Background: an optimization exercise with open tools, aiming at small area, a short achievable clock period and few clock cycles. Do not read the settings as production practice. In this exercise RTL edits were held to simulation tests only and were not proved equivalent to the original. Power is estimated from default activity; no workload was simulated.

==> flow/design.v <==
module odp_writer #(
    parameter int DEPTH = 17           
) (
    input  logic        clk,
    input  logic        rst_n,
    input  logic        px_in_vld,
    input  logic [15:0] px_in,
    output logic        px_in_rdy,
    output logic        MEM_REQ,
    output logic [31:0] MEM_ADDR,
    output logic [3:0]  MEM_CMD,
    output logic        MEM_WE,
    output logic [31:0] MEM_DOUT,
    output logic        MEM_WVLD,
    input  logic        MEM_WRDY,
    input  logic        MEM_ODP_SEL,
    input  logic        MEM_FIN,
    input  logic        ODP_START,
    output logic        ODP_STATUS,
    input  logic [31:0] CFG_WRITE_START_ADDR,
    input  logic [8:0]  CFG_WIDTH,
    input  logic [8:0]  CFG_HEIGHT,
    input  logic [9:0]  CFG_NUM_FMAP
);
    localparam int MD = DEPTH - 1;             
    typedef enum logic [1:0] {B_IDLE, B_REQ, B_DATA, B_FIN} bst_t;
    logic          status_q, rdy_q, in_done_q, half_q;
    logic          last_q;                     
    logic [8:0]    wlen_q, hlen_q, wc_q, hc_q;
    logic [9:0]    nc_q;
    logic [31:0]   addr_q;
    logic [31:0]   mem_q [MD];
    logic [MD-1:0] nw_q;                       
    logic [MD-1:0] rsel;                       
    logic [31:0]   rdata;
    logic [DEPTH:0] tot_q;                     
    logic          hv_q;                       
    logic [31:0]   dout_q;
    logic [15:0]   px_q;
    logic          slo_q, shi_q, hz_q;         
    bst_t          bst_q;
    logic          req_q, wvld_q;
    logic [3:0]    beat_q;                     
    logic          empty_job, start, xfer, last_px, fin_px, commit, pop, ld, job_end;
    logic          can_lo, wr_lo, wr_hi, s_free, slo_d, nw_top_d, req_go;
    logic          mnz, ge16, ge15, nz;
    logic [3:0]    cnt4, cnt4m1;
    logic [3:0]    cmd_d;
    logic          last_nx;
    assign px_in_rdy  = rdy_q;
    assign ODP_STATUS = status_q;
    assign MEM_REQ    = req_q;
    assign MEM_WE     = req_q;
    assign MEM_ADDR   = addr_q;
    assign MEM_CMD    = beat_q;                   
    assign MEM_WVLD   = wvld_q;
    assign MEM_DOUT   = dout_q;
    assign empty_job = (CFG_WIDTH == '0) || (CFG_HEIGHT == '0) || (CFG_NUM_FMAP == '0);
    assign start     = !status_q && ODP_START && !empty_job;
    assign xfer      = px_in_vld && rdy_q;
    assign last_px   = last_q;
    assign fin_px    = xfer && last_px;
    assign commit    = xfer && (half_q || last_px);
    assign pop       = wvld_q && MEM_WRDY;
    assign ld        = (pop || !hv_q) && mnz;
    assign job_end   = (bst_q == B_FIN) && MEM_FIN && in_done_q && !nz;
    assign nz       = tot_q[0];
    assign ge15     = tot_q[14];
    assign ge16     = tot_q[15];
    assign mnz      = hv_q ? (shi_q ? tot_q[2] : tot_q[1]) : (shi_q ? tot_q[1] : tot_q[0]);
    always_comb begin
        cnt4   = 4'd0;                       
        cnt4m1 = 4'd0;                       
        for (int k = 0; k < 15; k++) if (tot_q[k]) cnt4 = 4'(k + 1);
        for (int k = 1; k < 16; k++) if (tot_q[k]) cnt4m1 = 4'(k);
    end
    assign can_lo   = !nw_q[MD-1];
    assign wr_lo    = slo_q && can_lo;
    assign wr_hi    = shi_q && (!slo_q || can_lo);
    assign s_free   = !slo_q || can_lo;
    assign slo_d    = xfer ? !half_q : (s_free ? 1'b0 : slo_q);
    assign nw_top_d = (wr_lo && !ld) ? nw_q[MD-2] : ((ld && !wr_lo) ? 1'b0 : nw_q[MD-1]);
    assign req_go = status_q && (ge16 || (commit && ge15) || (in_done_q && nz) || (fin_px && nz));
    assign cmd_d  = commit ? cnt4 : cnt4m1;
    always_comb begin
        if (wc_q != 9'd1)      last_nx = (wc_q == 9'd2) && (hc_q == 9'd1) && (nc_q == 10'd1);
        else if (hc_q != 9'd1) last_nx = (wlen_q == 9'd1) && (hc_q == 9'd2) && (nc_q == 10'd1);
        else                   last_nx = (wlen_q == 9'd1) && (hlen_q == 9'd1) && (nc_q == 10'd2);
    end
    always_comb begin
        rdata = '0;
        for (int i = 0; i < MD; i++) rdata = rdata | (mem_q[i] & {32{rsel[i]}});
    end
    assign rsel = nw_q & ~{1'b0, nw_q[MD-1:1]};
    always_ff @(posedge clk or negedge rst_n) begin
        if (!rst_n) begin
            status_q  <= 1'b0;
            rdy_q     <= 1'b0;
            in_done_q <= 1'b0;
            half_q    <= 1'b0;
            nw_q      <= '0;
            tot_q     <= '0;
            hv_q      <= 1'b0;
            slo_q     <= 1'b0;
            shi_q     <= 1'b0;
            bst_q     <= B_IDLE;
            req_q     <= 1'b0;
            wvld_q    <= 1'b0;
        end else begin
            if (!status_q) begin
                status_q  <= start;
                rdy_q     <= start;
                in_done_q <= 1'b0;
                half_q    <= 1'b0;
            end else begin
                if (job_end) status_q <= 1'b0;
                rdy_q     <= !in_done_q && !fin_px && (!slo_d || !nw_top_d);
                in_done_q <= in_done_q || fin_px;
                half_q    <= half_q ^ xfer;
            end
            if (commit && !pop)      tot_q <= {tot_q[DEPTH-1:0], 1'b1};
            else if (pop && !commit) tot_q <= {1'b0, tot_q[DEPTH:1]};
            hv_q   <= ld || (hv_q && !pop);
            slo_q  <= slo_d;
            shi_q  <= xfer ? commit : (s_free ? 1'b0 : shi_q);
            if (wr_lo && !ld)      nw_q <= {nw_q[MD-2:0], 1'b1};
            else if (ld && !wr_lo) nw_q <= {1'b0, nw_q[MD-1:1]};
            case (bst_q)
                B_IDLE: if (req_go) begin
                    req_q <= 1'b1;
                    bst_q <= B_REQ;
                end
                B_REQ: if (MEM_ODP_SEL) begin
                    wvld_q <= 1'b1;
                    bst_q  <= B_DATA;
                end
                B_DATA: if (pop && beat_q == 4'd0) begin
                    wvld_q <= 1'b0;
                    bst_q  <= B_FIN;
                end
                B_FIN: if (MEM_FIN) begin
                    req_q <= 1'b0;
                    bst_q <= B_IDLE;
                end
                default: bst_q <= B_IDLE;
            endcase
        end
    end
    always_ff @(posedge clk) begin
        if (!status_q) begin
            wlen_q <= CFG_WIDTH;
            hlen_q <= CFG_HEIGHT;
            wc_q   <= CFG_WIDTH;
            hc_q   <= CFG_HEIGHT;
            nc_q   <= CFG_NUM_FMAP;
            addr_q <= CFG_WRITE_START_ADDR;
            last_q <= (CFG_WIDTH == 9'd1) && (CFG_HEIGHT == 9'd1) && (CFG_NUM_FMAP == 10'd1);
        end else begin
            if (xfer) last_q <= last_nx;
            if (xfer) begin
                if (wc_q == 9'd1) begin
                    wc_q <= wlen_q;
                    if (hc_q == 9'd1) begin
                        hc_q <= hlen_q;
                        nc_q <= nc_q - 10'd1;
                    end else begin
                        hc_q <= hc_q - 9'd1;
                    end
                end else begin
                    wc_q <= wc_q - 9'd1;
                end
            end
            if (bst_q == B_FIN && MEM_FIN) addr_q[31:6] <= addr_q[31:6] + 26'd1;
        end
        if (bst_q == B_IDLE) begin
            beat_q <= cmd_d;
        end else if (bst_q == B_DATA && pop) begin
            beat_q <= beat_q - 4'd1;
        end
        if (ld) dout_q <= rdata;
    end
    always_ff @(posedge clk) begin
        if (xfer) begin
            px_q <= px_in;
            hz_q <= !half_q;
        end
        if (wr_lo) begin
            for (int i = 1; i < MD; i++) mem_q[i] <= mem_q[i-1];
            mem_q[0][15:0] <= px_q;
        end
        if (wr_hi) mem_q[0][31:16] <= hz_q ? 16'h0000 : px_q;
    end
endmodule
export LEC_CHECK = 0
export ABC_CLOCK_PERIOD_IN_PS = 3000
export CAP_MARGIN = 20
export CORE_MARGIN = 2
export CORE_UTILIZATION = 65
export CTS_CLUSTER_DIAMETER = 100
export CTS_CLUSTER_SIZE = 20
export SLEW_MARGIN = 20
create_clock -name core_clock -period 12.0 [get_ports {clk}]
standard.sh (not shown) runs the stock make flow with config.mk's settings and CLKGATE_MAP_FILE= SYNTH_SCRIPT=/design/flow/synth_recipe.tcl, a recipe that flattens the netlist after the stock synthesis.
==> flow/flow/run.sh <==
#!/bin/bash
# Own layout flow: the standard ORFS flow (standard.sh), with
#  - the port buffers made from buf_2 cells instead of the default delay-buffer cells,
set -euo pipefail
export BUFFER_PORTS_ARGS="-buffer_cell sky130_fd_sc_hd__buf_2"
bash standard.sh SETUP_SLACK_MARGIN=8.8 finish > flow_make.log 2>&1
Testbench counts at the start, summed over its fixed seeds: cycles 176,730.
==> next run, changes <==
--- a/flow/flow/run.sh
+++ b/flow/flow/run.sh
@@ -4,3 +4,3 @@
 set -euo pipefail
 export BUFFER_PORTS_ARGS="-buffer_cell sky130_fd_sc_hd__buf_2"
-bash standard.sh SETUP_SLACK_MARGIN=8.8 finish > flow_make.log 2>&1
+bash standard.sh SETUP_SLACK_MARGIN=8.5 finish > flow_make.log 2>&1
Effect: Total power came out lower by 2.7%; non-clock buffer count drops by 39; flip-flop and latch count stays the same; synthesized area does not change; clock power hardly moves.
==> next run, changes <==
- CORE_UTILIZATION: 65 -> 55
After rerunning: The changed run finished clean. Utilization came out lower by 10 points. Critical path depth is unchanged. Final area grows by about 0.8%. Non-clock buffer count grows by 1. Worst setup slack is worse by 26 ps. Sequential power stays flat. Power grows by 0.95%. Combinational power came out higher by about 5%. Clock skew hardly moves. Worst hold slack is about the same.
==> next run, changes <==
- CORE_UTILIZATION: 55 -> 65
- CTS_CLUSTER_DIAMETER: 100 -> 120
- CTS_CLUSTER_SIZE: 20 -> 28
Result: The changed run finished with timing, DRC and antenna clean. Synthesized area stays the same. Global-route usage came out higher by 2.5 points. Wire length shrinks by a few percent. Combinational power is lower by a few percent. Total power falls by a few percent. Fmax went down slightly. Setup slack gets worse by 20 ps. Via count is lower slightly. Clock power went down by about a fifth.
==> next run, changes <==
- ABC_AREA: default -> 1
- ABC_CLOCK_PERIOD_IN_PS: 3000 -> default
- CTS_CLUSTER_DIAMETER: 120 -> 100
- CTS_CLUSTER_SIZE: 28 -> 20
Register-to-register slack gets worse by 510 ps.
Via count goes up by 16%.
Worst setup slack improves by 11 ps.
Sequential share of layout area is lower by 2.9 points.
Wire length rises by 9.0%.
Total power goes up by 33%.
Area after synthesis grows by 3.3%.
Cell count climbs by 24%.
Count of clock-buffer cells in the layout rose by 16.
Clock skew is higher by 10 ps.

==> what the ideal ports hide <==
How much do the figures lean on ideal ports? The routed layouts below were timed once more, with nothing changed but the port constraints. Step 1: set_driving_cell puts a clkbuf_16 on clk and a buf_2 on each other input, an assumption about the parent block. Step 2 also shifts input and output timing later by t, the mid clock arrival at the registers, as if the neighbouring blocks saw the same clock. a / b / c = ideal ports / drivers / drivers and shift; a / b = the first two.
| run | t (ns) | setup WS [ns] | worst setup path at the end | worst register clock-pin slew, ns | cell pins on the clock port's net |
|---|---|---|---|---|---|
| the first run | 0.623 | 8.376 / 8.320 / 7.786 | input to register | 0.09 / 0.09 | 1 |
| the second run | 0.624 | 8.397 / 8.342 / 7.864 | input to register | 0.08 / 0.08 | 1 |
| the third run | 0.640 | 8.371 / 8.307 / 7.851 | input to register | 0.09 / 0.09 | 1 |
| the fourth run | 0.654 | 8.351 / 8.296 / 7.776 | input to register | 0.11 / 0.11 | 1 |
| the fifth run | 0.637 | 8.362 / 8.305 / 8.057 | input to register | 0.09 / 0.09 | 1 |
After both steps every run listed still meets setup and hold. For the first run, which loses most, drivers alone change the setup slack by -0.056 ns; drivers and shift together by -0.590 ns.
